From an optimization exercise on the open Yosys and OpenROAD flow, aimed at small area; shortcuts taken in it are not production practice.
Where RTL was checked, it was by simulation tests only, not by an equivalence proof against the original.

==> flow/design.v <==
`timescale 1ns/1ps
package tcp_pkg;
    localparam int NUM_FLOWS = 4;
    localparam int MAX_SEG   = 64;
endpackage
`timescale 1ns/1ps
`timescale 1ns/1ps
`timescale 1ns/1ps
`timescale 1ns/1ps
`timescale 1ns/1ps
`timescale 1ns/1ps
module tcp_engine (
     input                          clk
    ,input                          rst
    ,input                          rx_hdr_val
    ,input  logic [49:0]            rx_hdr       
    ,output logic                   rx_hdr_rdy
    ,input                          tail_wr_val
    ,input  logic [1:0]             tail_wr_flowid
    ,input  logic [31:0]            tail_wr_ptr
    ,output logic                   tx_pkt_val
    ,output logic [83:0]            tx_pkt       
    ,input                          tx_pkt_rdy
);
    logic [1:0]  p;              
    logic [1:0]  rr;             
    logic [3:0]  v;              
    logic [31:0] exp_r  [4];
    logic [31:0] head_r [4];
    logic [30:0] tail_r [4];    
    logic [1:0]  o_flow;
    logic [6:0]  o_len;          
    logic        adv_q;          
    wire [31:0] exp0  = exp_r[0];
    wire [31:0] head0 = head_r[0];
    wire [30:0] tail0 = tail_r[0];
    wire out_done = ~tx_pkt_val | tx_pkt_rdy;
    wire apply    = adv_q & out_done & (o_flow == p);
    wire can_load = out_done & ~adv_q & v[0];
    assign rx_hdr_rdy = can_load & (rx_hdr[49:48] == p);
    wire accept   = rx_hdr_val & rx_hdr_rdy;
    wire in_order = rx_hdr[47:16] == exp0;
    wire [16:0] exp_lo   = {1'b0, exp0[15:0]} + {1'b0, rx_hdr[15:0] & {16{accept & in_order}}};
    wire [31:0] next_exp = {exp0[31:16] + {15'b0, exp_lo[16]}, exp_lo[15:0]};
    wire [24:0] th    = tail0[30:6];
    wire [24:0] hh_n  = ~head0[30:6];
    wire [6:0]  dlo   = {1'b0, tail0[5:0]} - {1'b0, head0[5:0]};
    wire [5:0]  d     = dlo[5:0];
    wire        b     = dlo[6];
    wire [24:0] hx    = th ^ hh_n;
    wire [24:0] ho    = th | hh_n;
    wire        hi_eq = (hx[0] == ~b) & (hx[24:1] == ho[23:0]);
    wire        ge64    = ~hi_eq;
    wire        pend    = ge64 | (|d);
    wire [6:0]  seg_len = {ge64, d & {6{~ge64}}};
    wire        my_turn = rr == p;
    wire        send    = can_load & ~accept & my_turn & pend;
    wire [31:0] next_head = head0 + {25'b0, o_len & {7{apply}}};
    wire [1:0]  wpos  = tail_wr_flowid - p - 2'd1;
    wire [30:0] wdata = tail_wr_ptr[30:0] & {31{~rst}};
    always_ff @(posedge clk) begin
        for (int k = 0; k < 3; k++) begin
            exp_r[k]  <= exp_r[k+1];
            head_r[k] <= head_r[k+1];
        end
        exp_r[3]  <= next_exp  & {32{v[0]}};
        head_r[3] <= next_head & {32{v[0]}};
        for (int k = 0; k < 4; k++) begin
            if (rst | (tail_wr_val & (wpos == 2'(k))))
                tail_r[k] <= wdata;
            else
                tail_r[k] <= tail_r[(k+1)%4];
        end
    end
    always_ff @(posedge clk) begin
        if (rst) begin
            p          <= '0;
            rr         <= '0;
            v          <= '0;
            adv_q      <= 1'b0;
            tx_pkt_val <= 1'b0;
        end else begin
            p  <= p + 2'd1;
            v  <= {1'b1, v[3:1]};
            if (v[0] & my_turn & (send | ~pend))
                rr <= rr + 2'd1;
            if (send)
                adv_q <= 1'b1;
            else if (apply)
                adv_q <= 1'b0;
            if (out_done)
                tx_pkt_val <= accept | send;
        end
    end
    always_ff @(posedge clk) begin
        if (can_load) begin
            o_flow <= p;
            o_len  <= seg_len & {7{~accept}};
        end
    end
    wire [1:0] o_pos = o_flow - p;
    assign tx_pkt = {o_flow, head_r[o_pos], exp_r[o_pos], 1'b1, |o_len, 9'b0, o_len};
endmodule
==> flow/config.mk <==
export PLATFORM = sky130hd
export DESIGN_NAME = tcp_engine
export DESIGN_NICKNAME = tcp_engine
export VERILOG_FILES = /design/flow/design.v
export SDC_FILE = /design/flow/constraint.sdc
export NUM_CORES = 4
export LEC_CHECK = 0
export CAP_MARGIN = 20
export CORE_MARGIN = 2
export CORE_UTILIZATION = 40
export CTS_BUF_LIST = sky130_fd_sc_hd__clkbuf_16
export CTS_CLUSTER_DIAMETER = 80
export CTS_CLUSTER_SIZE = 30
export SLEW_MARGIN = 20
==> flow/constraint.sdc <==
create_clock -name core_clock -period 8.5 [get_ports {clk}]
set_input_delay 1.7000 -clock core_clock [delete_from_list [all_inputs] [get_ports {clk}]]
set_output_delay 1.7000 -clock core_clock [all_outputs]
set_load 0.01 [all_outputs]
standard.sh (not shown) runs the stock make flow with config.mk's settings and CLKGATE_MAP_FILE= SYNTH_SCRIPT=/design/flow/synth_recipe.tcl, a recipe that flattens the netlist after the stock synthesis.
==> flow/flow/run.sh <==
#!/bin/bash
# The standard layout (standard.sh) with two changes:
#  - synthesis is ORFS's synth.tcl unchanged except that ABC maps the
#    combinational logic with flow/abc.script (area-oriented, delay relaxed);
#    registers, their names and cell types are those of the standard synthesis;
#  - the port buffers are the smallest buffer cell.
set -euo pipefail
here=$(pwd)
sed 's#^\([[:space:]]*\)log_cmd abc {\*}\$abc_args#\1set abc_args [lreplace $abc_args 1 1 '"$here"'/flow/abc.script]\n\1log_cmd abc {*}$abc_args#' \
    "$FLOW_HOME/scripts/synth.tcl" > "$here/synth_area.tcl"
grep -q "flow/abc.script" "$here/synth_area.tcl"
sed 's#source \$::env(SCRIPTS_DIR)/synth.tcl#source '"$here"'/synth_area.tcl#' \
    "$here/synth_recipe.tcl" > "$here/synth_recipe_area.tcl"
grep -q "synth_area.tcl" "$here/synth_recipe_area.tcl"
bash standard.sh SYNTH_SCRIPT="$here/synth_recipe_area.tcl" \
    BUFFER_PORTS_ARGS="-buffer_cell sky130_fd_sc_hd__buf_1" finish > standard_flow.log 2>&1
==> flow/flow/abc.script <==
&get -n
&st
&dch
&nf -R 1000
&put
topo
stime -c
The baseline finished with timing, DRC and antenna clean.
Rerun with:
--- a/flow/design.v
+++ b/flow/design.v
@@ -26,39 +26,39 @@
     logic [1:0]  rr;             
     logic [3:0]  v;              
     logic [31:0] exp_r  [4];
     logic [31:0] head_r [4];
-    logic [30:0] tail_r [4];    
+    logic [31:0] tail_r [4];
     logic [1:0]  o_flow;
     logic [6:0]  o_len;          
     logic        adv_q;          
     wire [31:0] exp0  = exp_r[0];
     wire [31:0] head0 = head_r[0];
-    wire [30:0] tail0 = tail_r[0];
+    wire [31:0] tail0 = tail_r[0];
     wire out_done = ~tx_pkt_val | tx_pkt_rdy;
     wire apply    = adv_q & out_done & (o_flow == p);
     wire can_load = out_done & ~adv_q & v[0];
     assign rx_hdr_rdy = can_load & (rx_hdr[49:48] == p);
     wire accept   = rx_hdr_val & rx_hdr_rdy;
     wire in_order = rx_hdr[47:16] == exp0;
     wire [16:0] exp_lo   = {1'b0, exp0[15:0]} + {1'b0, rx_hdr[15:0] & {16{accept & in_order}}};
     wire [31:0] next_exp = {exp0[31:16] + {15'b0, exp_lo[16]}, exp_lo[15:0]};
-    wire [24:0] th    = tail0[30:6];
-    wire [24:0] hh_n  = ~head0[30:6];
+    wire [25:0] th    = tail0[31:6];
+    wire [25:0] hh_n  = ~head0[31:6];
     wire [6:0]  dlo   = {1'b0, tail0[5:0]} - {1'b0, head0[5:0]};
     wire [5:0]  d     = dlo[5:0];
     wire        b     = dlo[6];
-    wire [24:0] hx    = th ^ hh_n;
-    wire [24:0] ho    = th | hh_n;
-    wire        hi_eq = (hx[0] == ~b) & (hx[24:1] == ho[23:0]);
+    wire [25:0] hx    = th ^ hh_n;
+    wire [25:0] ho    = th | hh_n;
+    wire        hi_eq = (hx[0] == ~b) & (hx[25:1] == ho[24:0]);
     wire        ge64    = ~hi_eq;
     wire        pend    = ge64 | (|d);
     wire [6:0]  seg_len = {ge64, d & {6{~ge64}}};
     wire        my_turn = rr == p;
     wire        send    = can_load & ~accept & my_turn & pend;
     wire [31:0] next_head = head0 + {25'b0, o_len & {7{apply}}};
     wire [1:0]  wpos  = tail_wr_flowid - p - 2'd1;
-    wire [30:0] wdata = tail_wr_ptr[30:0] & {31{~rst}};
+    wire [31:0] wdata = tail_wr_ptr & {32{~rst}};
     always_ff @(posedge clk) begin
         for (int k = 0; k < 3; k++) begin
             exp_r[k]  <= exp_r[k+1];
             head_r[k] <= head_r[k+1];
=> Core utilization barely changes; sequential share of layout area increases by 0.29 points; wire length increases slightly; design area increases slightly; worst setup slack gets better by 0.26 ns; hold slack gets worse by 0.0055 ns.
No functional check of the RTL was part of the first run of this note.

-- separate check: timing with driven ports --
How much do the figures lean on ideal ports? The routed layouts below were timed once more, with nothing changed but the port constraints.
Step 1 (the two cells are an assumption about what drives the block):
set clk [get_ports {clk}]
set_driving_cell -lib_cell sky130_fd_sc_hd__clkbuf_16 $clk
set_driving_cell -lib_cell sky130_fd_sc_hd__buf_2 [delete_from_list [all_inputs] $clk]
Step 2 adds t to the input delays and takes it off the output delays; t is the mean of the earliest and latest rising clock arrival at the registers after step 1. Input paths then give back, and output paths get back, about the clock's delay inside the block.
Slacks: ideal ports / drivers / drivers and shift; pairs: ideal ports / drivers.
run | t, ns | setup slack, ns | worst setup path after step 2 | worst data-port slew with drivers (ns) | cell pins on the clock port's net
the first run | 0.589 | 1.340 / 1.363 / 0.775 | input to register | 0.04 | 1
the second run | 0.575 | 1.601 / 1.623 / 1.049 | input to register | 0.09 | 1
After both steps every run listed still meets setup and hold. The setup slack of the first run, which loses most, moves by +0.023 ns with the drivers and by -0.565 ns with both steps.
